Source: an optimization exercise on an open RTL-to-GDS flow (aim: small area and a short achievable clock period). Production flows keep margins and buffers that such runs may drop. Where RTL was checked, it was by simulation tests only, not by an equivalence proof against the original. Only the layout flow was run in runs 2 to 4; the RTL was not checked for function there. Power and IR drop assume default switching activity.

File: run.sh
#!/bin/bash
# synth_recipe.tcl (not shown) runs the flow's synth.tcl, then flattens the netlist and writes it again
# the make line also repeats each setting of config.mk as NAME=value (left out here)
make -C /OpenROAD-flow-scripts/flow DESIGN_CONFIG=/design/flow/config.mk WORK_HOME=/design/flow/orfs CLKGATE_MAP_FILE= SYNTH_SCRIPT=/design/flow/synth_recipe.tcl finish
File: config.mk
export PLATFORM = sky130hd
export DESIGN_NAME = data_mem_responder
export DESIGN_NICKNAME = data_mem_responder
export VERILOG_FILES = /design/flow/design.v
export SDC_FILE = /design/flow/constraint.sdc
export NUM_CORES = 4
export LEC_CHECK = 0
export CAP_MARGIN = 20
export CORE_MARGIN = 2
export CORE_UTILIZATION = 30
export PLACE_DENSITY = 0.5
export SLEW_MARGIN = 20
File: constraint.sdc
create_clock -name core_clock -period 6.0 [get_ports {clk_i}]
set_input_delay 1.2000 -clock core_clock [delete_from_list [all_inputs] [get_ports {clk_i}]]
set_output_delay 1.2000 -clock core_clock [all_outputs]
set_load 0.01 [all_outputs]
File: design.v
module data_mem_responder #(
  parameter int DEPTH       = 128,
  parameter int WAIT_CYCLES = 2
) (
  input  logic        clk_i,
  input  logic        rst_i,
  input  logic        req_i,
  input  logic        we_i,
  input  logic [31:0] addr_i,
  input  logic [31:0] data_i,
  output logic        ack_o,
  output logic [31:0] data_o,
  output logic        err_o,
  output logic        busy_o
);
  localparam int         IDX_W     = $clog2(DEPTH);
  localparam logic [3:0] WAIT_LAST = (WAIT_CYCLES == 0) ? 4'd0 : 4'(WAIT_CYCLES - 1);
  typedef enum logic [1:0] {
    IDLE,
    WAIT,
    RESP
  } state_t;
  state_t            state, next_state;
  logic [3:0]        wait_cnt;
  logic              req_we;
  logic [31:0]       req_addr;
  logic [31:0]       req_data;
  logic              cur_we;
  logic [31:0]       cur_addr;
  logic [31:0]       cur_data;
  logic [IDX_W-1:0]  idx;
  logic              addr_err;
  logic              accept;
  logic              commit;
  logic [31:0]       mem [DEPTH];
  always_comb begin
    next_state = state;
    accept     = 1'b0;
    case (state)
      IDLE: begin
        if (req_i) begin
          accept     = 1'b1;
          next_state = (WAIT_CYCLES > 0) ? WAIT : RESP;
        end
      end
      WAIT:    if (wait_cnt == WAIT_LAST) next_state = RESP;
      RESP:    next_state = IDLE;
      default: next_state = IDLE;
    endcase
  end
  always_comb begin
    cur_we   = req_we;
    cur_addr = req_addr;
    cur_data = req_data;
    if (state == IDLE) begin
      cur_we   = we_i;
      cur_addr = addr_i;
      cur_data = data_i;
    end
  end
  assign idx    = cur_addr[IDX_W+1:2];
  assign commit = (next_state == RESP);
  assign addr_err = (|cur_addr[1:0]) || (|cur_addr[31:IDX_W+2]);
  always_ff @(posedge clk_i or posedge rst_i) begin
    if (rst_i) begin
      state    <= IDLE;
      wait_cnt <= 4'd0;
      req_we   <= 1'b0;
      req_addr <= '0;
      req_data <= '0;
    end else begin
      state <= next_state;
      if (accept) begin
        wait_cnt <= 4'd0;
        req_we   <= we_i;
        req_addr <= addr_i;
        req_data <= data_i;
      end else if (state == WAIT) begin
        wait_cnt <= wait_cnt + 4'd1;
      end
    end
  end
  always_ff @(posedge clk_i or posedge rst_i) begin
    if (rst_i) begin
      ack_o  <= 1'b0;
      err_o  <= 1'b0;
      data_o <= '0;
    end else begin
      ack_o <= commit;
      err_o <= commit && addr_err;
      if (commit && !cur_we && !addr_err) data_o <= mem[idx];
    end
  end
  always_ff @(posedge clk_i or posedge rst_i) begin
    if (rst_i) begin
      for (int i = 0; i < DEPTH; i++) mem[i] <= '0;
    end else if (commit && cur_we && !addr_err) begin
      mem[idx] <= cur_data;
    end
  end
  assign busy_o = (state != IDLE);
endmodule
==> results.sh, run 1 <==
export IMPL_viasPerCell=5.49
export IMPL_cts_sinks=4201
export IMPL_p_sw_frac=0.345
export IMPL_design_area_mm2=0.202
export IMPL_switchingPower_mw=24.7
export IMPL_final_layout_size_suffix_gt1_frac=0.109
export IMPL_slowest_stage="mux2i_4"
export IMPL_placed_area_mm2=0.187
export IMPL_cts_buffers=445
export IMPL_crit_path_cell_trace="nor2_4 -> inv_2 -> mux2i_4 -> buf_4 -> nor4_4 -> buf_8 -> buf_4 -> a221oi_1 -> nand4_1 -> nor4_1 -> buf_4 -> and4_1 -> o21ai_1"
export IMPL_maxCapViolCount=0
export IMPL_worstSetupPathType="flop to flop"
export IMPL_hpwlAfterDp_um=489000
export IMPL_yosysMostFrequentCell="nand2_1"
export IMPL_hold_buffers=0
export IMPL_crit_top_cell="buf_4"
export IMPL_ant_nets=0
export IMPL_p_clk_frac=0.392
export IMPL_drtIter0Drc=15402
export IMPL_pwr_share_seq=0.401
export IMPL_syn2layout_area_growth_pct=17.3
export IMPL_grt_overflow=0
export IMPL_die_y_um=761
export IMPL_gp_congestion=0.967
export IMPL_cp_data_required_time_ps=6930
export IMPL_antenna_found_initial=84
export IMPL_whs_ps=478
export IMPL_io_buffers=102
export IMPL_fin_crit_ps=5510
export IMPL_ff_latch_area_mm2=0.105
export IMPL_peakVddDrop_mv=0.947
export IMPL_dr_wl_met3_um=61700
export IMPL_cp_arrival_ps=6440
export IMPL_max_slew_margin=0.147
export IMPL_finalWirelength_um=735000
export IMPL_grt_setup_unrepaired="false"
export IMPL_yosys_top_cells_area="dfrtp_1, o21ai_0, nand2_1"
export IMPL_top_layer="met5"
export IMPL_crit_family="simple AND/OR/NAND/NOR gates"
export IMPL_clock_skew_final_ps=75.5
export IMPL_grt_pass1_wl_um=1040000
export IMPL_fillers=57921
export IMPL_max_clock_path_buffers=4
export IMPL_layout_cells_non_filler=25107
export IMPL_clkSlewWorstSetupHoldPaths_ps=60
export IMPL_die_area_mm2=0.579
export IMPL_drc=0
export IMPL_yosysTopAreaCellShare=0.611
export IMPL_r2r_slack_ps=490
export IMPL_first_global_vias=131207
export IMPL_core_area_mm2=0.572
export IMPL_synth_seq_area_share=0.611
export IMPL_wl_per_cell_um=29.3
export IMPL_worstSetupStartpointType="flop"
export IMPL_synth_area_per_cell_um2=9.89
export IMPL_synth_top_area_cell="dfrtp_1"
export IMPL_clock_latency_ps=1070
export IMPL_p_int_mw=47.0
export IMPL_clockRootBuffer="clkbuf_16"
export IMPL_cts_tree="done"
export IMPL_grtUsageTotal=0.248
export IMPL_syn_inst=17394
export IMPL_hold_viol_final=0
export IMPL_syn_nets=17464
export IMPL_yosys_cell_types_count=62
export IMPL_htreeDepth=5
export IMPL_power_mw=71.7
export IMPL_status="finished clean"
export IMPL_nNetsFinal=17152
export IMPL_first_pass_iters=9
export IMPL_finalSetupViolations=0
export IMPL_hp_class="flop to flop"
export IMPL_powerDensity_mw_per_mm2=355
export IMPL_slew_viol_final=0
export IMPL_ys_seq_elements=4201
export IMPL_vias=137789
export IMPL_postCtsSetupRepairBufs=0
export IMPL_placementRows=278
export IMPL_tns_ps=0
export IMPL_synth_cell_area_mm2=0.172
export IMPL_worstPathMaxFanout=16
export IMPL_async_flop_share=1.00
export IMPL_period_share=0.918
export IMPL_fmax_ghz=0.181
export IMPL_p_comb_frac=0.206
export IMPL_leakage_nw=86.7
export IMPL_initial_core_util=0.301
export IMPL_io_pins=103
export IMPL_end_kind="flop"
export IMPL_yosysWarnings=2
export IMPL_synth_common_cells="nand2_1, dfrtp_1, o21ai_0"
export IMPL_synth_edff_count=0
export IMPL_dp_cells=24193
export IMPL_die_x_um=761
export IMPL_dr_wl_met2_um=318000
export IMPL_multi_input_area_mm2=0.0620
export IMPL_synthFlopType="dfrtp_1"
export IMPL_grt_max_degree=146
export IMPL_cts_resized=0
export IMPL_path_buf_inv=5
export IMPL_critPathMaxStageDelay_ps=1000
export IMPL_wl_met1_um=319000
export IMPL_worstMarginPinSlew_ps=1280
[routing by layer]
layer,global-route usage,vias to the layer above
met5,0,-
li1,-,61036
met3,0.0539,1276
met1,0.348,69938
met2,0.371,5499
met4,0.105,40
[power groups by stage]
stage	logic (mW)	clock network [mW]	registers, mW
floorplan	6.56	0	29.5
global placement	14.4	0	29.3
detailed placement	14.4	0	29.3
CTS	14.5	28.5	28.8
global route	15.1	29.7	28.8
finish	14.8	28.1	28.8
[placed cells by master (no fill, tap or decap), types with 33 or more instances in the layout]
master / instances
o21ai_0: 4141
a221oi_1: 538
nor3_1: 34
clkdlybuf4s50_1: 102
mux2i_4: 34
nor4_1: 66
dfrtp_1: 4201
a22o_1: 545
o31ai_1: 33
clkbuf_8: 122
clkbuf_1: 117
clkinv_2: 69
nor4_4: 56
nor4_2: 100
nand2_2: 127
buf_12: 215
nand4_1: 319
nand3_1: 67
a222oi_1: 103
nand2_1: 4364
diode_2: 106
buf_4: 630
a22oi_1: 758
clkbuf_16: 446
[flip-flops by register name (all words and copies together), names as in the netlist]
| name | count |
|---|---|
| req_data | 32 |
| mem | 4096 |
| ack_o | 1 |
| data_o | 32 |
| state | 2 |
| wait_cnt | 4 |
| err_o | 1 |
| req_we | 1 |
| req_addr | 32 |
[through the flow]
stage,setup WS [ps],util
2_1_floorplan,-53750,-
3_3_place_gp,-1610,0.326
3_5_place_dp,-202,0.326
4_1_cts,685,0.352
5_1_grt,616,0.353
6_report,489,0.353
[worst reg2reg max path: stages (launching register included)]
cell      delay (ps)
dfrtp_1          390
nor2_4            70
inv_2            370
mux2i_4         1020
buf_4            310
nor4_4           100
buf_8            190
buf_4            220
a221oi_1         580
nand4_1          450
nor4_1          1000
buf_4            320
and4_1           250
o21ai_1          100
[cell type report]
cell class	instances	share of cell area
timing repair buffer	956	0.0504
clock buffer	685	0.0658
sequential	4201	0.521
antenna	106	0.00131
clock inverter	121	0.00709
multi-input combinational	11466	0.307
inverter	12	0.000242
tap	7560	0.0469
[path summary, 6_finish.rpt]
kind | cells past startpoint | start | end
hold / removal | 2 | mem[61][29]$_DFFE_PP0P_ | mem[61][29]$_DFFE_PP0P_
setup / recovery | 13 | state[1]$_DFF_PP0_ | data_o[22]$_DFFE_PP0P_
min in group asynchronous | 3 | rst_i | mem[2][14]$_DFFE_PP0P_
max in group asynchronous | 5 | rst_i | mem[14][13]$_DFFE_PP0P_
setup reg to reg | 13 | state[1]$_DFF_PP0_ | data_o[22]$_DFFE_PP0P_
hold reg to reg | 2 | mem[61][29]$_DFFE_PP0P_ | mem[61][29]$_DFFE_PP0P_
[kinds of logic (layout without fill, tap and decap cells)]
kind of cell    Yosys count  after routing  share of synthesized area
compound gates         6199           6199                      0.220
simple gates           5222           5222                      0.126
flops                  4201           4201                      0.611
buf+inv                1727           1774                     0.0402
mux                      42             42                    0.00257
fa+ha+maj                 2              2                   0.000146
xor+xnor                  1              1                  0.0000509
other cells               0            106                          0
==> run 2, diff against run 1 <==
==> design.v (replaced) <==
module data_mem_responder #(
  parameter int DEPTH       = 128,
  parameter int WAIT_CYCLES = 2
) (
  input  logic        clk_i,
  input  logic        rst_i,
  input  logic        req_i,
  input  logic        we_i,
  input  logic [31:0] addr_i,
  input  logic [31:0] data_i,
  output logic        ack_o,
  output logic [31:0] data_o,
  output logic        err_o,
  output logic        busy_o
);
  localparam int NW = 128;   
  localparam int NT = 64;    
  localparam int NP = 32;    
  logic       busy_q, st1_q, st2_q;
  logic       accept;
  logic [6:0] rot_q;         
  logic        we_q, err_q, err_in;
  logic [31:0] wd_q;
  logic [6:0]  s_q, s_nx;    
  logic [NW-1:0][31:0] ring_d;
  logic [NW-1:0]       ring_v, ring_v_nx;
  logic          wlive_nx;
  logic [NP-1:0] wr_q, wrn_q, wr_nx;
  logic [NT-1:0] rd_sel_q;
  logic [31:0]   rd_data;
  assign accept = req_i & ~busy_q;
  assign busy_o = busy_q;
  assign err_in = (|addr_i[1:0]) | (|addr_i[31:9]);
  always_ff @(posedge clk_i or posedge rst_i) begin
    if (rst_i) begin
      busy_q <= 1'b0;
      st1_q  <= 1'b0;
      st2_q  <= 1'b0;
      ack_o  <= 1'b0;
      err_o  <= 1'b0;
      rot_q  <= '0;
    end else begin
      busy_q <= accept | st1_q | st2_q;
      st1_q  <= accept;
      st2_q  <= st1_q;
      ack_o  <= st2_q;
      err_o  <= st2_q & err_q;
      rot_q  <= rot_q + 7'd1;
    end
  end
  assign s_nx = busy_q ? s_q + 7'd1 : addr_i[8:2] + rot_q + 7'd2;
  always_ff @(posedge clk_i) begin
    s_q <= s_nx;
    if (!busy_q) begin
      we_q  <= we_i;
      err_q <= err_in;
      wd_q  <= data_i;
    end
  end
  assign wlive_nx = busy_q ? (we_q & ~err_q) : (accept & we_i & ~err_in);
  always_comb
    for (int q = 0; q < NP; q++)
      wr_nx[q] = wlive_nx & (s_nx[1:0] == 2'd0) & (s_nx[6:2] == 5'(q));
  always_ff @(posedge clk_i or posedge rst_i) begin
    if (rst_i) wr_q <= '0;
    else       wr_q <= wr_nx;
  end
  always_ff @(posedge clk_i) wrn_q <= ~wr_nx;
  always_ff @(posedge clk_i) begin
    for (int p = 0; p < NW; p++) begin
      if (p % 4 == 0) ring_d[p] <= ({32{wr_q[p/4]}} & wd_q) | ({32{wrn_q[p/4]}} & ring_d[(p + NW - 1) % NW]);
      else            ring_d[p] <= ring_d[(p + NW - 1) % NW];
    end
  end
  always_comb begin
    for (int p = 0; p < NW; p++) begin
      if (p % 4 == 0) ring_v_nx[p] = wr_q[p/4] | ring_v[(p + NW - 1) % NW];
      else            ring_v_nx[p] = ring_v[(p + NW - 1) % NW];
    end
  end
  always_ff @(posedge clk_i or posedge rst_i) begin
    if (rst_i) ring_v <= '0;
    else       ring_v <= ring_v_nx;
  end
  always_ff @(posedge clk_i) begin
    for (int j = 0; j < NT; j++) rd_sel_q[j] <= (s_nx[6:1] == 6'(j)) & ring_v_nx[2*j];
  end
  always_comb begin
    rd_data = '0;
    for (int j = 0; j < NT; j++) rd_data = rd_data | ({32{rd_sel_q[j]}} & ring_d[2*j]);
  end
  always_ff @(posedge clk_i) begin
    if (s_q[0]) data_o <= rd_data;
  end
endmodule
--- a/config.mk
+++ b/config.mk
@@ -9,4 +9,5 @@
 export CORE_MARGIN = 2
 export CORE_UTILIZATION = 30
 export PLACE_DENSITY = 0.5
+export SETUP_SLACK_MARGIN = 3.0
 export SLEW_MARGIN = 20
==> results.sh, run 2 <==
export IMPL_status="finished clean"
export IMPL_synthFlopType="dfxtp_1"
export IMPL_holdPathStages=0
export IMPL_clkSlewWorstSetupHoldPaths_ps=60
export IMPL_synth_area_per_cell_um2=15.1
export IMPL_cts_sinks=4437
export IMPL_reg_largest_list="ring_d x4096, ring_v x128, rd_sel_q x64"
export IMPL_top_register="ring_d"
export IMPL_nNetsFinal=7804
export IMPL_clock_latency_ps=960
export IMPL_slew_viol_final=0
export IMPL_initial_core_util=0.301
export IMPL_max_clock_path_buffers=4
export IMPL_largest_register_ffs=4096
export IMPL_ys_seq_elements=4437
export IMPL_worstSetupStartpointType="flop"
export IMPL_worstPathMaxFanout=20
export IMPL_syn_inst=7537
export IMPL_die_y_um=620
export IMPL_fmax_ghz=0.329
export IMPL_synth_cell_area_mm2=0.114
export IMPL_die_x_um=620
export IMPL_vias=74092
export IMPL_peakVddDrop_mv=0.283
export IMPL_grt_setup_unrepaired="false"
export IMPL_worstMarginPinSlew_ps=1230
export IMPL_yosysTopAreaCellShare=0.739
export IMPL_antenna_found_initial=57
export IMPL_first_pass_iters=7
export IMPL_placementRows=226
export IMPL_drc=0
export IMPL_tns_ps=0
export IMPL_grt_overflow=0
export IMPL_final_layout_size_suffix_gt1_frac=0.143
export IMPL_syn2layout_area_growth_pct=19.6
export IMPL_end_kind="flop"
export IMPL_io_pins=103
export IMPL_crit_cells=5
export IMPL_drtIter0Drc=11124
export IMPL_synth_edff_count=66
export IMPL_leakage_nw=52.4
export IMPL_cp_data_required_time_ps=6590
export IMPL_viasPerCell=5.65
export IMPL_final_cell_mix="dfxtp_1, a22o_1, a221oi_1, clkbuf_16, buf_4"
export IMPL_clockRootBuffer="clkbuf_16"
export IMPL_async_flop_share=0.0388
export IMPL_finalSetupViolations=0
export IMPL_crit_family="simple AND/OR/NAND/NOR gates"
export IMPL_hp_class="flop to flop"
export IMPL_yosys_top_cells_area="dfxtp_1, a22o_1, a221oi_1"
export IMPL_gp_congestion=0.869
export IMPL_worstSetupPathType="flop to flop"
export IMPL_ant_nets=0
export IMPL_cts_tree="done"
export IMPL_r2r_cells=5
export IMPL_yosysWarnings=1
export IMPL_synth_seq_area_share=0.794
export IMPL_synth_common_cells="dfxtp_1, a22o_1, a221oi_1"
export IMPL_htreeDepth=5
export IMPL_die_area_mm2=0.384
export IMPL_slowest_stage="or4_1"
export IMPL_max_slew_margin=0.183
export IMPL_grtUsageTotal=0.262
export IMPL_powerDensity_mw_per_mm2=437
export IMPL_grt_pass1_wl_um=672000
export IMPL_yosys_cell_types_count=49
export IMPL_pre_cts_ws_ps=1030
export IMPL_fin_crit_ps=3040
export IMPL_cp_arrival_ps=3630
export IMPL_syn_nets=7619
export IMPL_maxCapViolCount=0
export IMPL_core_area_mm2=0.378
export IMPL_first_global_vias=70397
export IMPL_yosysMostFrequentCell="dfxtp_1"
export IMPL_wl_per_cell_um=39.7
export IMPL_clock_skew_final_ps=85.8
export IMPL_fillers=35955
export IMPL_synth_top_area_cell="dfxtp_1"
export IMPL_crit_path_cell_trace="buf_4 -> a22o_1 -> a221oi_1 -> nand4_1 -> or4_1"
export IMPL_layout_commonest_cell="dfxtp_1"
export IMPL_finalWirelength_um=521000
export IMPL_hold_viol_final=0
export IMPL_path_buf_inv=1
export IMPL_whs_ps=299
export IMPL_io_buffers=102
export IMPL_period_share=0.506
export IMPL_hpwlAfterDp_um=278000
export IMPL_grt_max_degree=173
export IMPL_worst_slack_ps=2970
export IMPL_critPathMaxStageDelay_ps=690
export IMPL_cts_buffers=427
run 2: cell types whose count changed in the layout (fill, tap and decap cells not counted), sizes merged, moves of 173 or more:
cell	previous run	this run
a22o	545	1536
a22oi	758	0
buf	852	197
dfrtp	4201	172
dfxtp	0	4199
nand2	4492	22
nand4	319	146
nor4	222	22
o21ai	4165	10
run 2: through the flow:
stage / cell area (um2) / std cells / util / total power [mW]
finish: 136000 / 13122 / 0.360 / 59.4
global route: 136000 / 13099 / 0.360 / 60.8
CTS: 136000 / 13091 / 0.359 / 59.3
detailed placement: 121000 / 12280 / 0.320 / 32.4
global placement: 121000 / 12279 / 0.320 / 32.4
floorplan: 114000 / 7537 / - / 31.6
run 2: logic make-up after synthesis:
| group | Yosys count | share of synthesized area |
|---|---|---|
| flip-flops | 4437 | 0.794 |
| AO/OA/AOI/OAI | 2159 | 0.165 |
| buffers and inverters | 569 | 0.0191 |
| AND/OR/NAND/NOR | 344 | 0.0197 |
| adder cells (fa/ha/maj) | 14 | 0.00161 |
| XOR/XNOR | 13 | 0.00100 |
| multiplexers | 1 | 0.0000990 |
run 2: repair_timing:
item                       in CTS  in global routing
gates cloned                    3                  0
buffers inserted               19                  7
hold endpoints to repair        0                  0
pin swaps                      10                 16
setup endpoints to repair     163                116
hold buffers                    0                  0
resized for setup              81                 39
run 2: power by group:
part	total, mW	internal (mW)	switching [mW]
clock network	27.4	15.7	11.7
registers	29.9	29.7	0.149
logic	2.20	0.587	1.61
total	59.4	46.0	13.4
run 2: routing by layer:
metal	global-route usage	wire length, um	up-vias
li1	-	-	28425
met1	0.336	204000	38591
met2	0.398	226000	5625
met3	0.0649	56100	1441
met4	0.155	34200	10
met5	0	67	-
run 2: area by class of cell:
| type | count | area, um2 | share of cell area |
|---|---|---|---|
| Clock inverter | 146 | 1470 | 0.0108 |
| Multi-Input combinational cell | 2531 | 22000 | 0.161 |
| Timing Repair inverter | 1 | 7.51 | 0.0000552 |
| Sequential cell | 4437 | 90800 | 0.667 |
| Antenna cell | 24 | 60.1 | 0.000441 |
| Tap cell | 5016 | 6280 | 0.0461 |
| Timing Repair Buffer | 299 | 2610 | 0.0192 |
| Inverter | 25 | 111 | 0.000818 |
| Clock buffer | 643 | 12800 | 0.0940 |
run 2: final timing paths:
kind | startpoint | to | slack, ps
max in group asynchronous | rst_i | wr_q[7]$_DFF_PP0_ | 4310
setup reg to reg | rd_sel_q[38]$_DFF_P_ | data_o[17]$_DFFE_PP_ | 2970
hold / removal | ring_d[3622]$_DFF_P_ | ring_d[3654]$_DFF_P_ | 300
hold reg to reg | ring_d[3622]$_DFF_P_ | ring_d[3654]$_DFF_P_ | 300
setup / recovery | rd_sel_q[38]$_DFF_P_ | data_o[17]$_DFFE_PP_ | 2970
min in group asynchronous | rst_i | ack_o$_DFF_PP0_ | 860
==> run 3, diff against run 2 <==
--- a/design.v
+++ b/design.v
@@ -16,7 +16,7 @@
   localparam int NW = 128;   
   localparam int NT = 64;    
   localparam int NP = 32;    
-  logic       busy_q, st1_q, st2_q;
+  logic       busy_q, idle_q, st1_q, st2_q;   
   logic       accept;
   logic [6:0] rot_q;         
   logic        we_q, err_q, err_in;
@@ -28,19 +28,21 @@
   logic [NP-1:0] wr_q, wrn_q, wr_nx;
   logic [NT-1:0] rd_sel_q;
   logic [31:0]   rd_data;
-  assign accept = req_i & ~busy_q;
+  assign accept = req_i & idle_q;
   assign busy_o = busy_q;
   assign err_in = (|addr_i[1:0]) | (|addr_i[31:9]);
   always_ff @(posedge clk_i or posedge rst_i) begin
     if (rst_i) begin
       busy_q <= 1'b0;
+      idle_q <= 1'b1;
       st1_q  <= 1'b0;
       st2_q  <= 1'b0;
       ack_o  <= 1'b0;
       err_o  <= 1'b0;
-      rot_q  <= '0;
+      rot_q  <= 7'd2;
     end else begin
       busy_q <= accept | st1_q | st2_q;
+      idle_q <= ~(accept | st1_q | st2_q);
       st1_q  <= accept;
       st2_q  <= st1_q;
       ack_o  <= st2_q;
@@ -48,16 +50,16 @@
       rot_q  <= rot_q + 7'd1;
     end
   end
-  assign s_nx = busy_q ? s_q + 7'd1 : addr_i[8:2] + rot_q + 7'd2;
+  assign s_nx = idle_q ? addr_i[8:2] + rot_q : s_q + 7'd1;
   always_ff @(posedge clk_i) begin
     s_q <= s_nx;
-    if (!busy_q) begin
+    if (idle_q) begin
       we_q  <= we_i;
       err_q <= err_in;
       wd_q  <= data_i;
     end
   end
-  assign wlive_nx = busy_q ? (we_q & ~err_q) : (accept & we_i & ~err_in);
+  assign wlive_nx = idle_q ? (accept & we_i & ~err_in) : (we_q & ~err_q);
   always_comb
     for (int q = 0; q < NP; q++)
       wr_nx[q] = wlive_nx & (s_nx[1:0] == 2'd0) & (s_nx[6:2] == 5'(q));
--- a/config.mk
+++ b/config.mk
@@ -7,7 +7,10 @@
 export LEC_CHECK = 0
 export CAP_MARGIN = 20
 export CORE_MARGIN = 2
-export CORE_UTILIZATION = 30
-export PLACE_DENSITY = 0.5
-export SETUP_SLACK_MARGIN = 3.0
+export CORE_UTILIZATION = 40
+export CTS_BUF_LIST = sky130_fd_sc_hd__clkbuf_8
+export CTS_CLUSTER_DIAMETER = 50
+export CTS_CLUSTER_SIZE = 14
+export PLACE_DENSITY = 0.6
+export SETUP_SLACK_MARGIN = 3.4
 export SLEW_MARGIN = 20
==> results.sh, run 3 <==
export IMPL_status="finished clean"
export IMPL_gp_congestion=0.894
export IMPL_worstSetupStartpointType="flop"
export IMPL_viasPerCell=6.42
export IMPL_max_slew_margin=0.102
export IMPL_placementRows=195
export IMPL_crit_cells=1
export IMPL_syn_nets=7596
export IMPL_cts_tree="done"
export IMPL_period_share=0.525
export IMPL_tns_ps=0
export IMPL_hold_buffers=0
export IMPL_first_global_vias=69746
export IMPL_yosys_top_cells_area="dfxtp_1, a22o_1, a221oi_1"
export IMPL_core_area_mm2=0.283
export IMPL_clkSlewWorstSetupHoldPaths_ps=100
export IMPL_syn2layout_area_growth_pct=13.6
export IMPL_dp_cells=10988
export IMPL_yosysWarnings=1
export IMPL_multi_input_area_mm2=0.0227
export IMPL_ff_latch_area_mm2=0.0909
export IMPL_syn_inst=7519
export IMPL_holdPathStages=0
export IMPL_hold_viol_final=0
export IMPL_grt_max_degree=93
export IMPL_powerDensity_mw_per_mm2=385
export IMPL_cp_data_required_time_ps=4800
export IMPL_synth_common_cells="dfxtp_1, a22o_1, a221oi_1"
export IMPL_switchingPower_mw=12.2
export IMPL_synthFlopType="dfxtp_1"
export IMPL_cp_arrival_ps=1950
export IMPL_leakage_nw=50.1
export IMPL_top_register="ring_d"
export IMPL_synth_cell_area_mm2=0.114
export IMPL_nNetsFinal=7858
export IMPL_synth_top_area_cell="dfxtp_1"
export IMPL_initial_core_util=0.403
export IMPL_slew_viol_final=0
export IMPL_grtUsageTotal=0.329
export IMPL_async_flop_share=0.0390
export IMPL_synth_area_per_cell_um2=15.1
export IMPL_crit_path_cell_trace="buf_2"
export IMPL_ys_seq_elements=4438
export IMPL_hpwlAfterDp_um=255000
export IMPL_drtIter0Drc=13640
export IMPL_io_buffers=102
export IMPL_p_sw_frac=0.246
export IMPL_die_area_mm2=0.289
export IMPL_placed_area_mm2=0.120
export IMPL_peakVddDrop_mv=0.306
export IMPL_cts_buffers=390
export IMPL_io_pins=103
export IMPL_maxCapViolCount=0
export IMPL_pre_cts_ws_ps=1760
export IMPL_cts_sinks=4438
export IMPL_layout_commonest_cell="dfxtp_1"
export IMPL_fillers=24434
export IMPL_antenna_found_initial=45
export IMPL_htreeDepth=5
export IMPL_grt_overflow=0
export IMPL_end_kind="output port"
export IMPL_pwr_share_seq=0.600
export IMPL_clock_skew_final_ps=72.0
export IMPL_ant_nets=0
export IMPL_p_clk_frac=0.334
export IMPL_finalWirelength_um=492000
export IMPL_die_x_um=538
export IMPL_p_comb_frac=0.066
export IMPL_yosysTopAreaCellShare=0.738
export IMPL_yosysMostFrequentCell="dfxtp_1"
export IMPL_crit_family="flip-flops"
export IMPL_worstPathMaxFanout=1
export IMPL_r2r_cells=11
export IMPL_largest_register_ffs=4096
export IMPL_vias=75106
export IMPL_layout_cells_non_filler=11699
export IMPL_die_y_um=538
export IMPL_synth_seq_area_share=0.794
export IMPL_first_pass_iters=6
export IMPL_p_int_mw=37.5
export IMPL_grt_setup_unrepaired="true"
export IMPL_design_area_mm2=0.129
export IMPL_clock_latency_ps=1160
export IMPL_synth_edff_count=66
export IMPL_finalSetupViolations=0
export IMPL_critPathMaxStageDelay_ps=580
export IMPL_drc=0
export IMPL_worst_slack_ps=2850
export IMPL_grt_pass1_wl_um=635000
export IMPL_max_clock_path_buffers=4
export IMPL_path_buf_inv=1
export IMPL_slowest_stage="edfxtp_1"
export IMPL_final_layout_size_suffix_gt1_frac=0.145
export IMPL_fmax_ghz=0.317
export IMPL_wl_per_cell_um=42.0
export IMPL_reg_largest_list="ring_d x4096, ring_v x128, rd_sel_q x64"
export IMPL_final_cell_mix="dfxtp_1, a22o_1, a221oi_1, clkbuf_8, buf_4"
export IMPL_worstSetupPathType="flop to output port"
export IMPL_power_mw=49.8
export IMPL_clockRootBuffer="clkbuf_8"
export IMPL_fin_crit_ps=3150
export IMPL_hp_class="flop to flop"
export IMPL_worstMarginPinSlew_ps=1350
export IMPL_yosys_cell_types_count=66
==> run 3: cells by family after synthesis <==
kind of cell,Yosys count,share of synthesized area
compound gates,2094,0.161
xor+xnor,9,0.000692
fa+ha+maj,9,0.00105
buf+inv,563,0.0191
flops,4438,0.794
mux,4,0.000407
simple gates,402,0.0242
==> run 3: per-stage QoR <==
step | hold WS, ps | utilization
2_1_floorplan | 310 | -
3_3_place_gp | 310 | 0.423
6_report | 291 | 0.457
4_1_cts | 301 | 0.450
5_1_grt | 304 | 0.457
3_5_place_dp | 312 | 0.424
==> run 3: layer usage <==
| layer | part of all wire | up-vias | global-route usage |
|---|---|---|---|
| li1 | - | 28274 | - |
| met1 | 0.37 | 38223 | 0.422 |
| met2 | 0.41 | 6939 | 0.463 |
| met3 | 0.15 | 1645 | 0.122 |
| met4 | 0.070 | 25 | 0.214 |
| met5 | 0.0010 | - | 0 |
==> run 3: path summary, 6_finish.rpt <==
| kind | start | end | slack [ps] |
|---|---|---|---|
| max | data_o[30]$_DFFE_PP_ | data_o[30] | 2850 |
| min | ring_d[4025]$_DFF_P_ | ring_d[4057]$_DFF_P_ | 290 |
| max reg2reg | rot_q[0]$_DFF_PP0_ | wrn_q[0]$_DFF_P_ | 3240 |
| min reg2reg | ring_d[4025]$_DFF_P_ | ring_d[4057]$_DFF_P_ | 290 |
| max in group asynchronous | rst_i | wr_q[8]$_DFF_PP0_ | 4350 |
| min in group asynchronous | rst_i | ring_v[72]$_DFF_PP0_ | 530 |
==> run 3: repair_timing <==
action                                  4_1_cts  5_1_grt
buffers inserted                             54       69
endpoints found under the setup margin      191      172
gates cloned                                  5       15
pin swaps                                    11       70
gates resized for setup                     271      212
==> run 3: power by group through the flow <==
stage / Sequential, mW / Clock, mW / Combinational, mW
detailed placement: 30.6 / 0 / 1.85
global placement: 30.7 / 0 / 1.68
finish: 29.9 / 16.6 / 3.30
floorplan: 30.5 / 0 / 1.20
global route: 29.9 / 17.7 / 3.38
CTS: 29.9 / 16.5 / 2.24
==> run 3: final cells by class <==
class                   instances  share of cell area
flip-flops and latches       4438               0.702
multi-input cells            2523               0.175
clock buffers                 409              0.0435
well taps                    3743              0.0362
repair buffers                409              0.0338
clock inverters               122             0.00746
inverters                      19            0.000774
diodes                         36            0.000696
==> run 4, diff against run 3 <==
==> config.mk (replaced) <==
export PLATFORM = sky130hd
export DESIGN_NAME = data_mem_responder
export DESIGN_NICKNAME = data_mem_responder
export VERILOG_FILES = /design/flow/design.v
export SDC_FILE = /design/flow/constraint.sdc
export NUM_CORES = 4
export LEC_CHECK = 0
export ABC_CLOCK_PERIOD_IN_PS = 2500
export CAP_MARGIN = 20
export CORE_MARGIN = 2
export CORE_UTILIZATION = 40
export CTS_CLUSTER_DIAMETER = 80
export CTS_CLUSTER_SIZE = 24
export PLACE_DENSITY = 0.6
export SETUP_SLACK_MARGIN = 3.4
export SLEW_MARGIN = 20
==> results.sh, run 4 <==
export IMPL_ys_seq_elements=4438
export IMPL_hpwlAfterDp_um=255000
export IMPL_tns_ps=0
export IMPL_fmax_ghz=0.336
export IMPL_grt_pass1_wl_um=629000
export IMPL_async_flop_share=0.0390
export IMPL_r2r_cells=12
export IMPL_io_buffers=102
export IMPL_finalWirelength_um=487000
export IMPL_vias=73720
export IMPL_die_area_mm2=0.289
export IMPL_clockRootBuffer="clkbuf_16"
export IMPL_syn_inst=7519
export IMPL_initial_core_util=0.403
export IMPL_holdPathStages=0
export IMPL_final_cell_mix="dfxtp_1, a22o_1, a221oi_1, clkbuf_16, buf_4"
export IMPL_whs_endpoint="ring_d[1622]$_DFF_P_"
export IMPL_clkSlewWorstSetupHoldPaths_ps=100
export IMPL_synth_top_area_cell="dfxtp_1"
export IMPL_htreeDepth=4
export IMPL_top_register="ring_d"
export IMPL_syn2layout_area_growth_pct=12.7
export IMPL_hold_buffers=0
export IMPL_nNetsFinal=7674
export IMPL_cts_tree="done"
export IMPL_yosysWarnings=1
export IMPL_reg_largest_list="ring_d x4096, ring_v x128, rd_sel_q x64"
export IMPL_syn_nets=7596
export IMPL_finalSetupViolations=0
export IMPL_grt_max_degree=93
export IMPL_powerDensity_mw_per_mm2=380
export IMPL_r2r_end="wr_q[10]$_DFF_PP0_"
export IMPL_design_area_mm2=0.128
export IMPL_grtUsageTotal=0.326
export IMPL_hold_viol_final=0
export IMPL_r2r_slack_ps=3270
export IMPL_peakVddDrop_mv=0.335
export IMPL_synth_common_cells="dfxtp_1, a22o_1, a221oi_1"
export IMPL_io_pins=103
export IMPL_cts_sinks=4438
export IMPL_layout_commonest_cell="dfxtp_1"
export IMPL_wl_per_cell_um=42.5
export IMPL_viasPerCell=6.44
export IMPL_yosysTopAreaCellShare=0.738
export IMPL_synth_cell_area_mm2=0.114
export IMPL_ant_nets=0
export IMPL_leakage_nw=49.1
export IMPL_crit_cells=1
export IMPL_yosys_top_cells_area="dfxtp_1, a22o_1, a221oi_1"
export IMPL_worst_slack_ps=3020
export IMPL_crit_path_cell_trace="buf_2"
export IMPL_synth_area_per_cell_um2=15.1
export IMPL_first_pass_iters=6
export IMPL_slowest_stage="edfxtp_1"
export IMPL_final_layout_size_suffix_gt1_frac=0.120
export IMPL_worstSetupStartpointType="flop"
export IMPL_pre_cts_ws_ps=1760
export IMPL_max_slew_margin=0.0773
export IMPL_critPathMaxStageDelay_ps=640
export IMPL_die_x_um=538
export IMPL_gp_congestion=0.894
export IMPL_synth_edff_count=66
export IMPL_worstMarginPinSlew_ps=1380
export IMPL_synth_seq_area_share=0.794
export IMPL_yosys_cell_types_count=66
export IMPL_worstSetupPathType="flop to output port"
export IMPL_grt_setup_unrepaired="true"
export IMPL_grt_overflow=0
export IMPL_largest_register_ffs=4096
export IMPL_cts_buffers=206
export IMPL_end_kind="output port"
export IMPL_max_clock_path_buffers=3
export IMPL_core_area_mm2=0.283
export IMPL_cp_arrival_ps=1780
export IMPL_die_y_um=538
export IMPL_clock_skew_final_ps=42.1
export IMPL_r2r_start="rot_q[0]$_DFF_PP0_"
export IMPL_slew_viol_final=0
export IMPL_drc=0
export IMPL_yosysMostFrequentCell="dfxtp_1"
export IMPL_min_from="ring_d[1590]$_DFF_P_"
export IMPL_maxCapViolCount=0
export IMPL_placed_area_mm2=0.120
export IMPL_synthFlopType="dfxtp_1"
export IMPL_worstPathMaxFanout=1
export IMPL_status="finished clean"
export IMPL_antenna_found_initial=49
export IMPL_clock_latency_ps=930
export IMPL_placementRows=195
export IMPL_cp_data_required_time_ps=4800
export IMPL_whs_ps=313
export IMPL_path_buf_inv=1
export IMPL_period_share=0.497
export IMPL_fin_crit_ps=2980
export IMPL_drtIter0Drc=13422
export IMPL_crit_family="flip-flops"
export IMPL_hp_class="flop to flop"
export IMPL_first_global_vias=67914
-- run 4: through the flow --
stage	util	total power, mW	cells
2_1_floorplan	-	31.7	7519
3_5_place_dp	0.424	32.5	10988
3_3_place_gp	0.423	32.4	10975
5_1_grt	0.453	49.8	11416
4_1_cts	0.448	47.9	11335
6_report	0.454	48.8	11455
-- run 4: layer usage --
layer | routed length (um) | track usage | share of wire
met1 | 180000 | 0.421 | 0.37
met4 | 36300 | 0.208 | 0.074
met3 | 70100 | 0.115 | 0.14
met5 | 238 | 0.00181 | 0.00049
met2 | 200000 | 0.463 | 0.41
-- run 4: worst max-delay path by stage --
stage	endpoint	slack [ps]	startpoint
after global routing	data_o[30]	3030	data_o[30]$_DFFE_PP_
after detailed placement	wrn_q[25]$_DFF_P_	1760	addr_i[2]
after CTS	data_o[30]	3050	data_o[30]$_DFFE_PP_
after global placement	wrn_q[9]$_DFF_P_	1810	addr_i[2]
final	data_o[30]	3020	data_o[30]$_DFFE_PP_
after floorplan	ack_o$_DFF_PP0_	2590	rst_i
-- run 4: timing repair --
action | 4_1_cts | 5_1_grt
gates cloned | 9 | 8
pin swaps | 27 | 75
endpoints found under the setup margin | 193 | 170
resized for setup | 286 | 171
setup buffers | 57 | 70
-- run 4: kinds of logic after synthesis --
logic type	Yosys count	share of synthesized area
adder cells (fa/ha/maj)	9	0.00105
multiplexers	4	0.000407
buffers and inverters	563	0.0191
flip-flops	4438	0.794
XOR/XNOR	9	0.000692
AND/OR/NAND/NOR	402	0.0242
AO/OA/AOI/OAI	2094	0.161
-- run 4: layout make-up --
class | instances | area (um2)
antenna | 42 | 105
clock buffer | 262 | 5470
clock inverter | 19 | 268
fill | 24432 | 154000
inverter | 19 | 95.1
multi-input combinational | 2523 | 22600
sequential | 4438 | 90900
tap | 3743 | 4680
timing repair buffer | 409 | 4210
-- run 4: where the power goes --
group	internal (mW)	total (mW)	switching [mW]
registers	29.7	29.9	0.207
clock network	6.48	15.7	9.26
logic	1.09	3.14	2.06
-- run 4: worst register-to-register path: cells and delay by family, from the launching register on --
| family | cells | cell delay [ps] |
|---|---|---|
| AO/OA/AOI/OAI | 1 | 100 |
| multiplexers | 1 | 120 |
| flip-flops | 1 | 440 |
| AND/OR/NAND/NOR | 2 | 480 |
| XOR/XNOR | 1 | 230 |
| adder cells (fa/ha/maj) | 2 | 570 |
| buffers and inverters | 5 | 720 |
==> run 5, diff against run 4 <==
==> design.v (replaced) <==
module data_mem_responder #(
  parameter int DEPTH       = 128,
  parameter int WAIT_CYCLES = 2
) (
  input  logic        clk_i,
  input  logic        rst_i,
  input  logic        req_i,
  input  logic        we_i,
  input  logic [31:0] addr_i,
  input  logic [31:0] data_i,
  output logic        ack_o,
  output logic [31:0] data_o,
  output logic        err_o,
  output logic        busy_o
);
  localparam int NW = 128;   
  localparam int NT = 64;    
  localparam int NP = 32;    
  logic       busy_q, st1_q, st2_q, st4_q;
  logic       accept;
  logic [6:0] rot_q;         
  logic        we_q, err_q;
  logic [31:0] wd_q;
  logic [6:0]  s_q;          
  logic [NW-1:0][31:0] ring_d;
  logic [NW-1:0]       ring_v;
  logic [NP-1:0] wr_port;
  logic [NT-1:0] rd_sel;
  logic [31:0]   rd_data;
  logic          wr_live;
  assign accept = req_i & ~busy_q;
  assign busy_o = busy_q;
  always_ff @(posedge clk_i or posedge rst_i) begin
    if (rst_i) begin
      busy_q <= 1'b0;
      st1_q  <= 1'b0;
      st2_q  <= 1'b0;
      ack_o  <= 1'b0;
      st4_q  <= 1'b0;
      err_o  <= 1'b0;
      rot_q  <= '0;
    end else begin
      busy_q <= accept | st1_q | st2_q;
      st1_q  <= accept;
      st2_q  <= st1_q;
      ack_o  <= st2_q;
      st4_q  <= ack_o;
      err_o  <= st2_q & err_q;
      rot_q  <= rot_q + 7'd1;
    end
  end
  always_ff @(posedge clk_i) begin
    if (!busy_q) begin
      we_q  <= we_i;
      err_q <= (|addr_i[1:0]) | (|addr_i[31:9]);
      wd_q  <= data_i;
      s_q   <= addr_i[8:2] + rot_q + 7'd2;
    end else begin
      s_q   <= s_q + 7'd1;
    end
  end
  assign wr_live = (st1_q | st2_q | ack_o | st4_q) & we_q & ~err_q & (s_q[1:0] == 2'd0);
  always_comb
    for (int q = 0; q < NP; q++) wr_port[q] = wr_live & (s_q[6:2] == 5'(q));
  always_ff @(posedge clk_i) begin
    for (int p = 0; p < NW; p++) begin
      if (p % 4 == 0 && wr_port[p/4]) ring_d[p] <= wd_q;
      else                            ring_d[p] <= ring_d[(p + NW - 1) % NW];
    end
  end
  always_ff @(posedge clk_i or posedge rst_i) begin
    if (rst_i) begin
      ring_v <= '0;
    end else begin
      for (int p = 0; p < NW; p++) begin
        if (p % 4 == 0 && wr_port[p/4]) ring_v[p] <= 1'b1;
        else                            ring_v[p] <= ring_v[(p + NW - 1) % NW];
      end
    end
  end
  always_comb begin
    rd_data = '0;
    for (int j = 0; j < NT; j++) begin
      rd_sel[j] = (s_q[6:1] == 6'(j)) & ring_v[2*j];
      rd_data   = rd_data | ({32{rd_sel[j]}} & ring_d[2*j]);
    end
  end
  always_ff @(posedge clk_i) begin
    if (s_q[0]) data_o <= rd_data;
  end
endmodule
==> config.mk (replaced) <==
export PLATFORM = sky130hd
export DESIGN_NAME = data_mem_responder
export DESIGN_NICKNAME = data_mem_responder
export VERILOG_FILES = /design/flow/design.v
export SDC_FILE = /design/flow/constraint.sdc
export NUM_CORES = 4
export LEC_CHECK = 0
export CAP_MARGIN = 20
export CORE_MARGIN = 2
export CORE_UTILIZATION = 30
export PLACE_DENSITY = 0.5
export SLEW_MARGIN = 20
==> results.sh, run 5 <==
export IMPL_cts_tree="done"
export IMPL_clock_skew_final_ps=61.5
export IMPL_first_global_vias=66385
export IMPL_synth_seq_area_share=0.771
export IMPL_holdPathStages=0
export IMPL_largest_register_ffs=4096
export IMPL_yosys_top_cells_area="dfxtp_1, mux2_2, a22oi_1"
export IMPL_htreeDepth=5
export IMPL_synth_top_family_by_area="multiplexers"
export IMPL_io_pins=103
export IMPL_ys_seq_elements=4310
export IMPL_first_pass_iters=8
export IMPL_synth_edff_count=66
export IMPL_final_layout_size_suffix_gt1_frac=0.252
export IMPL_design_area_mm2=0.136
export IMPL_worstSetupPathType="flop to flop"
export IMPL_leakage_nw=54.6
export IMPL_synth_common_cells="dfxtp_1, mux2_2, a22oi_1"
export IMPL_finalWirelength_um=479000
export IMPL_die_area_mm2=0.384
export IMPL_r2r_end="data_o[24]$_DFFE_PP_"
export IMPL_reg_largest_list="ring_d x4096, ring_v x128"
export IMPL_pre_cts_ws_ps=1470
export IMPL_synth_top_area_cell="dfxtp_1"
export IMPL_drc=0
export IMPL_grt_overflow=0
export IMPL_initial_core_util=0.301
export IMPL_die_x_um=620
export IMPL_status="finished clean"
export IMPL_peakVddDrop_mv=0.264
export IMPL_viasPerCell=5.21
export IMPL_top_register="ring_d"
export IMPL_yosysTopAreaCellShare=0.723
export IMPL_whs_endpoint="ring_d[3520]$_DFF_P_"
export IMPL_r2r_cells=9
export IMPL_grtUsageTotal=0.241
export IMPL_r2r_slack_ps=1440
export IMPL_layout_commonest_cell="dfxtp_1"
export IMPL_grt_pass1_wl_um=623000
export IMPL_hpwlAfterDp_um=284000
export IMPL_fillers=35645
export IMPL_antenna_found_initial=56
export IMPL_fmax_ghz=0.219
export IMPL_tns_ps=0
export IMPL_whs_ps=292
export IMPL_synthAdderAreaFrac=0.00172
export IMPL_cp_data_required_time_ps=6680
export IMPL_hp_class="flop to flop"
export IMPL_io_buffers=102
export IMPL_min_from="ring_d[3488]$_DFF_P_"
export IMPL_worstSetupStartpointType="flop"
export IMPL_yosys_cell_types_count=59
export IMPL_slew_viol_final=0
export IMPL_ant_nets=0
export IMPL_synth_cell_area_mm2=0.114
export IMPL_cts_sinks=4310
export IMPL_cts_resized=0
export IMPL_powerDensity_mw_per_mm2=433
export IMPL_synth_simple_area_share=0.0363
export IMPL_cp_arrival_ps=5230
export IMPL_synth_mux_area_frac=0.102
export IMPL_hold_buffers=0
export IMPL_nNetsFinal=7910
export IMPL_clockRootBuffer="clkbuf_16"
export IMPL_worstPathMaxFanout=17
export IMPL_worstMarginPinSlew_ps=1290
export IMPL_yosysMostFrequentCell="dfxtp_1"
export IMPL_yosys_area_share_xor_xnor=0.00116
export IMPL_clock_latency_ps=950
export IMPL_end_kind="flop"
export IMPL_max_slew_margin=0.139
export IMPL_final_cell_mix="dfxtp_1, mux2_2, a22oi_1, clkbuf_16, a22o_1"
export IMPL_drtIter0Drc=9780
export IMPL_max_clock_path_buffers=4
export IMPL_cts_buffers=419
export IMPL_postCtsSetupRepairBufs=0
export IMPL_worst_slack_ps=1440
export IMPL_syn_inst=7543
export IMPL_synth_area_per_cell_um2=15.1
export IMPL_fin_crit_ps=4560
export IMPL_wl_per_cell_um=36.3
export IMPL_maxCapViolCount=0
export IMPL_grt_max_degree=82
export IMPL_yosysWarnings=1
export IMPL_syn2layout_area_growth_pct=20.0
export IMPL_synth_compound_area_share=0.0714
export IMPL_core_area_mm2=0.378
export IMPL_async_flop_share=0.0327
export IMPL_period_share=0.760
export IMPL_finalSetupViolations=0
export IMPL_placed_area_mm2=0.122
export IMPL_grt_setup_unrepaired="false"
export IMPL_vias=68802
export IMPL_synthFlopType="dfxtp_1"
export IMPL_hold_viol_final=0
export IMPL_syn_nets=7626
export IMPL_placementRows=226
export IMPL_gp_congestion=0.903
export IMPL_die_y_um=620
export IMPL_r2r_start="s_q[2]$_DFF_P_"
export IMPL_clkSlewWorstSetupHoldPaths_ps=60
==> run 5: cell count changes in the layout (fill, tap and decap cells not counted), sizes merged, moves of 94 or more <==
cell | before | now
a221oi | 512 | 181
a22o | 1536 | 204
a22oi | 0 | 492
buf | 339 | 214
clkbuf | 267 | 605
dfxtp | 4199 | 4103
mux2 | 2 | 1026
nand2 | 17 | 111
==> run 5: cell families (layout without fill, tap and decap cells) <==
group / count (synthesis) / count (layout)
multiplexers: 1026 / 1026
other: 0 / 14
AND/OR/NAND/NOR: 701 / 701
flip-flops: 4310 / 4310
XOR/XNOR: 15 / 15
AO/OA/AOI/OAI: 1008 / 1008
adder cells (fa/ha/maj): 15 / 15
buffers and inverters: 468 / 1096
==> run 5: worst max-delay path by stage <==
stage / startpoint / endpoint / slack, ps / cells after the start
2_1_floorplan: rst_i / ack_o$_DFF_PP0_ / 1020 / 1
3_3_place_gp: s_q[3]$_DFF_P_ / data_o[23]$_DFFE_PP_ / 1530 / 6
4_1_cts: s_q[4]$_DFF_P_ / data_o[24]$_DFFE_PP_ / 1520 / 8
6_report: s_q[2]$_DFF_P_ / data_o[24]$_DFFE_PP_ / 1440 / 9
5_1_grt: s_q[2]$_DFF_P_ / data_o[24]$_DFFE_PP_ / 1530 / 9
3_5_place_dp: s_q[4]$_DFF_P_ / data_o[24]$_DFFE_PP_ / 1470 / 8
==> run 5: critical path: stages, from the launching register on <==
cell and delay [ps]:
dfxtp_1 750, buf_4 350, nor4bb_4 70, buf_4 240, and3_4 420, buf_4 420
a2111oi_0 790, nand3_1 170, or4_1 490, or4_1 520
==> run 5: area by class of cell <==
cell class	count	area [um2]	area share
Clock buffer	605	12300	0.0905
Multi-Input combinational cell	2765	24800	0.182
Sequential cell	4310	87700	0.643
Inverter	15	63.8	0.000468
Tap cell	5016	6280	0.0460
Timing Repair Buffer	316	3050	0.0224
Clock inverter	160	2160	0.0158
Antenna cell	14	35.0	0.000257
==> run 5: power by group <==
part	internal, mW	leakage [nW]	switching (mW)
clock network	16.0	7.09	11.5
logic	0.546	11.9	1.51
registers	28.9	35.6	0.491
total	45.5	54.6	13.5
==> run 5: stage by stage <==
step	cells	total power, mW	utilization
2_1_floorplan	7543	30.5	-
3_3_place_gp	12401	31.9	0.321
3_5_place_dp	12414	32.0	0.322
4_1_cts	13179	59.0	0.360
5_1_grt	13188	60.3	0.361
6_report	13201	59.0	0.361
==> run 5: per-layer routing <==
| metal | wire length [um] | track usage | share of wire | up-vias |
|---|---|---|---|---|
| li1 | - | - | - | 27559 |
| met2 | 210000 | 0.371 | 0.44 | 4446 |
| met1 | 198000 | 0.321 | 0.41 | 35673 |
| met3 | 44600 | 0.0514 | 0.093 | 1114 |
| met5 | 70 | 0 | 0.00015 | - |
| met4 | 26100 | 0.118 | 0.055 | 10 |
==> run 6, diff against run 5 <==
==> design.v (replaced) <==
module data_mem_responder #(
  parameter int DEPTH       = 128,
  parameter int WAIT_CYCLES = 2
) (
  input  logic        clk_i,
  input  logic        rst_i,
  input  logic        req_i,
  input  logic        we_i,
  input  logic [31:0] addr_i,
  input  logic [31:0] data_i,
  output logic        ack_o,
  output logic [31:0] data_o,
  output logic        err_o,
  output logic        busy_o
);
  localparam int NG = 32;    
  logic       busy_q, idle_q, st1_q, st2_q;   
  logic       accept;
  logic [1:0] rot_q;         
  logic        we_q, err_q, err_in;
  logic [31:0] wd_q;
  logic [4:0]  g_q, g_nx;    
  logic [1:0]  ph_q, ph_nx;  
  logic [NG-1:0][3:0][31:0] mem_d;
  logic [NG-1:0][3:0]       mem_v, mem_v_nx;
  logic            wlive_nx;
  logic [NG-1:0]   wr_q, wrn_q, wr_nx;
  logic [2*NG-1:0] rd_sel_q;
  logic [31:0]     rd_data, rd_prev_q;
  assign accept = req_i & idle_q;
  assign busy_o = busy_q;
  assign err_in = (|addr_i[1:0]) | (|addr_i[31:9]);
  always_ff @(posedge clk_i or posedge rst_i) begin
    if (rst_i) begin
      busy_q <= 1'b0;
      idle_q <= 1'b1;
      st1_q  <= 1'b0;
      st2_q  <= 1'b0;
      ack_o  <= 1'b0;
      err_o  <= 1'b0;
      rot_q  <= '0;
    end else begin
      busy_q <= accept | st1_q | st2_q;
      idle_q <= ~(accept | st1_q | st2_q);
      st1_q  <= accept;
      st2_q  <= st1_q;
      ack_o  <= st2_q;
      err_o  <= st2_q & err_q;
      rot_q  <= rot_q + 2'd1;
    end
  end
  assign g_nx  = idle_q ? addr_i[8:4] : g_q;
  assign ph_nx = idle_q ? addr_i[3:2] + rot_q + 2'd1 : ph_q + 2'd1;
  always_ff @(posedge clk_i) begin
    g_q  <= g_nx;
    ph_q <= ph_nx;
    if (idle_q) begin
      we_q  <= we_i;
      err_q <= err_in;
      wd_q  <= data_i;
    end
  end
  assign wlive_nx = idle_q ? (accept & we_i & ~err_in) : (we_q & ~err_q);
  always_comb
    for (int g = 0; g < NG; g++) wr_nx[g] = wlive_nx & (ph_nx == 2'd3) & (g_nx == 5'(g));
  always_ff @(posedge clk_i or posedge rst_i) begin
    if (rst_i) wr_q <= '0;
    else       wr_q <= wr_nx;
  end
  always_ff @(posedge clk_i) wrn_q <= ~wr_nx;
  always_ff @(posedge clk_i) begin
    for (int g = 0; g < NG; g++) begin
      mem_d[g][0] <= ({32{wr_q[g]}} & wd_q) | ({32{wrn_q[g]}} & mem_d[g][3]);
      mem_d[g][1] <= mem_d[g][0];
      mem_d[g][2] <= mem_d[g][1];
      mem_d[g][3] <= mem_d[g][2];
    end
  end
  always_comb begin
    for (int g = 0; g < NG; g++) begin
      mem_v_nx[g][0] = wr_q[g] | mem_v[g][3];
      mem_v_nx[g][1] = mem_v[g][0];
      mem_v_nx[g][2] = mem_v[g][1];
      mem_v_nx[g][3] = mem_v[g][2];
    end
  end
  always_ff @(posedge clk_i or posedge rst_i) begin
    if (rst_i) mem_v <= '0;
    else       mem_v <= mem_v_nx;
  end
  always_ff @(posedge clk_i) begin
    for (int g = 0; g < NG; g++) begin
      rd_sel_q[2*g]   <= (g_nx == 5'(g)) & (ph_nx == 2'd0) & mem_v_nx[g][0];
      rd_sel_q[2*g+1] <= (g_nx == 5'(g)) & (ph_nx == 2'd2) & mem_v_nx[g][2];
    end
  end
  always_comb begin
    rd_data = '0;
    for (int g = 0; g < NG; g++)
      rd_data = rd_data | ({32{rd_sel_q[2*g]}} & mem_d[g][0]) | ({32{rd_sel_q[2*g+1]}} & mem_d[g][2]);
  end
  always_ff @(posedge clk_i) begin
    rd_prev_q <= rd_data;
    data_o    <= ph_q[0] ? rd_prev_q : rd_data;
  end
endmodule
--- a/config.mk
+++ b/config.mk
@@ -5,8 +5,12 @@
 export SDC_FILE = /design/flow/constraint.sdc
 export NUM_CORES = 4
 export LEC_CHECK = 0
+export ABC_CLOCK_PERIOD_IN_PS = 2500
 export CAP_MARGIN = 20
 export CORE_MARGIN = 2
-export CORE_UTILIZATION = 30
-export PLACE_DENSITY = 0.5
+export CORE_UTILIZATION = 40
+export CTS_CLUSTER_DIAMETER = 80
+export CTS_CLUSTER_SIZE = 24
+export PLACE_DENSITY = 0.6
+export SETUP_SLACK_MARGIN = 3.4
 export SLEW_MARGIN = 20
==> results.sh, run 6 <==
export IMPL_wl_per_cell_um=37.6
export IMPL_first_global_vias=65217
export IMPL_viasPerCell=6.01
export IMPL_drc=0
export IMPL_reg_largest_list="mem_d x4096, mem_v x128, rd_sel_q x64"
export IMPL_syn2layout_area_growth_pct=10.2
export IMPL_dp_cells=10985
export IMPL_synth_seq_area_share=0.795
export IMPL_drtIter0Drc=9586
export IMPL_yosysMostFrequentCell="dfxtp_1"
export IMPL_leakage_nw=48.4
export IMPL_powerDensity_mw_per_mm2=373
export IMPL_path_buf_inv=1
export IMPL_layout_commonest_cell="dfxtp_1"
export IMPL_synthFlopType="dfxtp_1"
export IMPL_grt_overflow=0
export IMPL_synth_edff_count=34
export IMPL_initial_core_util=0.403
export IMPL_syn_inst=7532
export IMPL_clock_latency_ps=930
export IMPL_nNetsFinal=7546
export IMPL_async_flop_share=0.0376
export IMPL_maxCapViolCount=0
export IMPL_synth_area_per_cell_um2=15.1
export IMPL_io_buffers=102
export IMPL_final_cell_mix="dfxtp_1, a22o_1, a221oi_1, clkbuf_16, dfrtp_1"
export IMPL_clockRootBuffer="clkbuf_16"
export IMPL_r2r_start="rd_sel_q[43]$_DFF_P_"
export IMPL_hold_buffers=0
export IMPL_ant_nets=0
export IMPL_status="finished clean"
export IMPL_ys_seq_elements=4465
export IMPL_die_y_um=538
export IMPL_grt_setup_unrepaired="true"
export IMPL_grt_max_degree=169
export IMPL_layout_cells_non_filler=11288
export IMPL_max_slew_margin=0.0868
export IMPL_crit_path_cell_trace="buf_6 -> a22o_1 -> a221oi_1 -> nand4_1 -> or4_4 -> mux2_2"
export IMPL_yosysTopAreaCellShare=0.749
export IMPL_max_clock_path_buffers=3
export IMPL_clkSlewWorstSetupHoldPaths_ps=100
export IMPL_cts_tree="done"
export IMPL_cp_arrival_ps=3510
export IMPL_synth_common_cells="dfxtp_1, a22o_1, a221oi_1"
export IMPL_hp_class="flop to flop"
export IMPL_worstSetupPathType="flop to flop"
export IMPL_critPathMaxStageDelay_ps=610
export IMPL_cp_startpoint="rd_sel_q[43]$_DFF_P_"
export IMPL_worstSetupStartpointType="flop"
export IMPL_yosysWarnings=1
export IMPL_die_area_mm2=0.289
export IMPL_cts_sinks=4465
export IMPL_worstMarginPinSlew_ps=1370
export IMPL_antenna_found_initial=44
export IMPL_syn_nets=7601
export IMPL_end_kind="flop"
export IMPL_vias=67811
export IMPL_fin_crit_ps=2700
export IMPL_min_from="mem_v[100]$_DFF_PP0_"
export IMPL_final_layout_size_suffix_gt1_frac=0.104
export IMPL_die_x_um=538
export IMPL_grtUsageTotal=0.286
export IMPL_tns_ps=0
export IMPL_slowest_stage="or4_4"
export IMPL_core_area_mm2=0.283
export IMPL_finalWirelength_um=425000
export IMPL_hpwlAfterDp_um=207000
export IMPL_crit_family="simple AND/OR/NAND/NOR gates"
export IMPL_gp_congestion=0.862
export IMPL_yosys_cell_types_count=35
export IMPL_cts_buffers=209
export IMPL_htreeDepth=4
export IMPL_yosys_top_cells_area="dfxtp_1, a22o_1, a221oi_1"
export IMPL_slew_viol_final=0
export IMPL_cp_data_required_time_ps=6810
export IMPL_synth_cell_area_mm2=0.114
export IMPL_period_share=0.450
export IMPL_worstPathMaxFanout=32
export IMPL_grt_pass1_wl_um=563000
export IMPL_fmax_ghz=0.370
export IMPL_synth_top_area_cell="dfxtp_1"
export IMPL_finalSetupViolations=0
export IMPL_hold_viol_final=0
export IMPL_placementRows=195
export IMPL_io_pins=103
export IMPL_peakVddDrop_mv=0.340
export IMPL_largest_register_ffs=4096
export IMPL_clock_skew_final_ps=52.2
export IMPL_top_register="mem_d"
export IMPL_first_pass_iters=6
==> run 6: cell types whose count changed after synthesis, moves of 160 or more <==
cell and change:
a22o_1 +1306, mux2_2 -994, a22oi_1 -492, a221oi_1 +331
clkbuf_1 +174, dfxtp_1 +160
==> run 6: layer usage <==
layer / share of wire / GRT usage / routed length, um / up-vias
met2: 0.45 / 0.444 / 189000 / 4560
met1: 0.37 / 0.351 / 158000 / 34585
met5: 0.00076 / 0.00148 / 325 / -
li1: - / - / - / 27395
met3: 0.12 / 0.0897 / 49300 / 1238
met4: 0.065 / 0.167 / 27700 / 33
==> run 6: layout make-up <==
| cell class | instances | area (um2) |
|---|---|---|
| Antenna cell | 15 | 37.5 |
| Clock buffer | 243 | 5420 |
| Clock inverter | 21 | 344 |
| Fill cell | 24644 | 157000 |
| Inverter | 9 | 37.5 |
| Multi-Input combinational cell | 2528 | 21400 |
| Sequential cell | 4465 | 90900 |
| Tap cell | 3743 | 4680 |
| Timing Repair Buffer | 264 | 2710 |
==> run 6: timing repair <==
item	4_1_cts	5_1_grt
setup buffers	14	10
setup endpoints to repair	197	79
resized for setup	291	64
==> run 6: cells by family (layout without fill, tap and decap cells) <==
logic type / count (synthesis) / count (layout) / synth area share
mux: 38 / 38 / 0.00369
flops: 4465 / 4465 / 0.795
other cells: 0 / 15 / 0
buf+inv: 539 / 537 / 0.0209
simple gates: 435 / 435 / 0.0220
xor+xnor: 3 / 3 / 0.000351
fa+ha+maj: 1 / 1 / 0.000110
compound gates: 2051 / 2051 / 0.158
==> run 6: power breakdown <==
part           switching (mW)  total (mW)  internal (mW)
registers               0.110        29.8           29.7
logic                   0.974        1.23          0.252
clock network            9.26        15.8           6.52
==> run 6: worst paths after layout <==
check / depth (start not counted) / slack, ps / to
hold / removal: 0 / 310 / mem_v[101]$_DFF_PP0_
min in group asynchronous: 3 / 860 / err_o$_DFF_PP0_
max in group asynchronous: 3 / 4350 / wr_q[20]$_DFF_PP0_
hold reg to reg: 0 / 310 / mem_v[101]$_DFF_PP0_
setup reg to reg: 6 / 3300 / data_o[14]$_DFF_P_
setup / recovery: 6 / 3300 / data_o[14]$_DFF_P_
==> run 6: through the flow <==
| step | hold slack (ps) | total power, mW | area [um2] | setup WS (ps) | utilization |
|---|---|---|---|---|---|
| 2_1_floorplan | 310 | 31.1 | 114000 | 2660 | - |
| 3_3_place_gp | 310 | 31.6 | 119000 | 2280 | 0.419 |
| 3_5_place_dp | 312 | 31.7 | 119000 | 2340 | 0.420 |
| 4_1_cts | 312 | 46.8 | 125000 | 3150 | 0.442 |
| 5_1_grt | 317 | 48.0 | 126000 | 3290 | 0.444 |
| 6_report | 308 | 46.8 | 126000 | 3300 | 0.444 |
==> run 7, diff against run 6 <==
--- a/config.mk
+++ b/config.mk
@@ -8,9 +8,9 @@
 export ABC_CLOCK_PERIOD_IN_PS = 2500
 export CAP_MARGIN = 20
 export CORE_MARGIN = 2
-export CORE_UTILIZATION = 40
-export CTS_CLUSTER_DIAMETER = 80
-export CTS_CLUSTER_SIZE = 24
-export PLACE_DENSITY = 0.6
-export SETUP_SLACK_MARGIN = 3.4
+export CORE_UTILIZATION = 55
+export CTS_CLUSTER_DIAMETER = 100
+export CTS_CLUSTER_SIZE = 28
+export PLACE_DENSITY = 0.7
+export SETUP_SLACK_MARGIN = 3.6
 export SLEW_MARGIN = 20
==> results.sh, run 7 <==
export IMPL_leakage_nw=48.3
export IMPL_hold_buffers=0
export IMPL_peakVddDrop_mv=0.362
export IMPL_finalSetupViolations=0
export IMPL_grtUsageTotal=0.370
export IMPL_syn2layout_area_growth_pct=9.15
export IMPL_wl_per_cell_um=38.9
export IMPL_synth_mux_area_frac=0.00369
export IMPL_synth_compound_area_share=0.158
export IMPL_yosysTopAreaCellShare=0.749
export IMPL_top_usage_layer="met2"
export IMPL_max_slew_margin=0.162
export IMPL_crit_family="flip-flops"
export IMPL_p_clk_frac=0.316
export IMPL_period_share=0.438
export IMPL_status="finished clean"
export IMPL_syn_inst=7532
export IMPL_worstSetupStartpointType="flop"
export IMPL_cp_startpoint="data_o[1]$_DFF_P_"
export IMPL_ys_seq_elements=4465
export IMPL_synth_top_area_cell="dfxtp_1"
export IMPL_fin_crit_ps=2630
export IMPL_grt_util_met1=0.463
export IMPL_slew_viol_final=0
export IMPL_switchingPower_mw=9.91
export IMPL_fmax_ghz=0.381
export IMPL_synth_common_cells="dfxtp_1, a22o_1, a221oi_1"
export IMPL_grt_pass1_wl_um=534000
export IMPL_first_global_vias=65507
export IMPL_cts_sinks=4465
export IMPL_maxCapViolCount=0
export IMPL_slowest_stage="dfxtp_4"
export IMPL_largest_register_ffs=4096
export IMPL_clkSlewWorstSetupHoldPaths_ps=110
export IMPL_powerDensity_mw_per_mm2=366
export IMPL_hpwlAfterDp_um=194000
export IMPL_io_pins=103
export IMPL_synthFlopType="dfxtp_1"
export IMPL_cts_buffers=177
export IMPL_final_cell_mix="dfxtp_1, a22o_1, a221oi_1, clkbuf_16, dfrtp_1"
export IMPL_yosys_cell_types_count=35
export IMPL_viasPerCell=6.70
export IMPL_yosysMostFrequentCell="dfxtp_1"
export IMPL_placementRows=167
export IMPL_antenna_found_initial=35
export IMPL_yosys_area_share_xor_xnor=0.000351
export IMPL_critPathMaxStageDelay_ps=420
export IMPL_grt_overflow=0
export IMPL_gp_congestion=0.857
export IMPL_die_y_um=459
export IMPL_initial_core_util=0.552
export IMPL_grt_setup_unrepaired="true"
export IMPL_yosys_top_cells_area="dfxtp_1, a22o_1, a221oi_1"
export IMPL_fin_util=0.602
export IMPL_vias=68632
export IMPL_crit_path_cell_trace="buf_6"
export IMPL_layout_commonest_cell="dfxtp_1"
export IMPL_worstMarginPinSlew_ps=1260
export IMPL_use_met3=0.124
export IMPL_hp_class="flop to flop"
export IMPL_synth_seq_area_share=0.795
export IMPL_tns_ps=0
export IMPL_clock_skew_final_ps=38.6
export IMPL_end_kind="output port"
export IMPL_synthAdderAreaFrac=0.000110
export IMPL_drtIter0Drc=9863
export IMPL_core_area_mm2=0.206
export IMPL_pwr_share_seq=0.655
export IMPL_top_register="mem_d"
export IMPL_htreeDepth=4
export IMPL_synth_top_family_by_area="compound AO/OA/AOI/OAI gates"
run 7: per-stage QoR:
stage | power (mW) | hold slack [ps] | instance area (um2) | cells | setup slack (ps)
6_report | 45.6 | 304 | 124000 | 10250 | 3370
5_1_grt | 46.5 | 323 | 124000 | 10220 | 3350
4_1_cts | 45.4 | 313 | 124000 | 10205 | 3340
3_5_place_dp | 31.7 | 312 | 118000 | 9969 | 2290
3_3_place_gp | 31.7 | 310 | 118000 | 9967 | 2160
2_1_floorplan | 31.2 | 310 | 114000 | 7532 | 2660
run 7: layout make-up:
class,count,area [um2]
antenna,31,77.6
clock buffer,214,4700
clock inverter,11,149
fill,15282,82100
inverter,9,37.5
multi-input combinational,2531,22200
sequential,4465,90800
tap,2704,3380
timing repair buffer,285,2980
run 7: cell families after synthesis:
| kind of cell | count (synthesis) |
|---|---|
| flip-flops | 4465 |
| AO/OA/AOI/OAI | 2051 |
| buffers and inverters | 539 |
| AND/OR/NAND/NOR | 435 |
| multiplexers | 38 |
| XOR/XNOR | 3 |
| adder cells (fa/ha/maj) | 1 |
run 7: how the worst min path moves through the flow:
stage / to / depth (start not counted) / startpoint / slack [ps]
after detailed placement: mem_d[2258]$_DFF_P_ / 0 / mem_d[2226]$_DFF_P_ / 310
after global placement: mem_d[1242]$_DFF_P_ / 0 / mem_d[1210]$_DFF_P_ / 310
after global routing: mem_d[599]$_DFF_P_ / 0 / mem_d[567]$_DFF_P_ / 320
after CTS: mem_d[590]$_DFF_P_ / 0 / mem_d[558]$_DFF_P_ / 310
final: mem_d[590]$_DFF_P_ / 0 / mem_d[558]$_DFF_P_ / 300
after floorplan: mem_d[1088]$_DFF_P_ / 0 / mem_d[1056]$_DFF_P_ / 310
run 7: per-layer routing:
metal	wire, um	vias to the layer above
met5	238	-
met4	30700	18
met3	52300	1506
met2	172000	5468
met1	144000	34252
li1	-	27388
run 7: timing repair:
item,CTS,global route
cloned,0,3
pin swaps,0,4
buffers inserted,11,10
endpoints found under the setup margin,227,180
endpoints found under the hold margin,0,0
resized for setup,393,108
run 7: power groups by stage:
| stage | clock (mW) | combinational [mW] | sequential (mW) |
|---|---|---|---|
| floorplan | 0 | 0.700 | 30.5 |
| global route | 15.3 | 1.36 | 29.9 |
| CTS | 14.3 | 1.25 | 29.8 |
| finish | 14.4 | 1.33 | 29.8 |
| global placement | 0 | 1.01 | 30.6 |
| detailed placement | 0 | 1.10 | 30.6 |

Re-timed with assumed drivers on the ports (clkbuf_16 on the clock, buf_2 on other inputs), run 7 has 3.280 ns of setup slack against 3.373 ns with ideal ports, and 2.737 ns once port delays also move by the mid clock arrival of 0.968 ns.
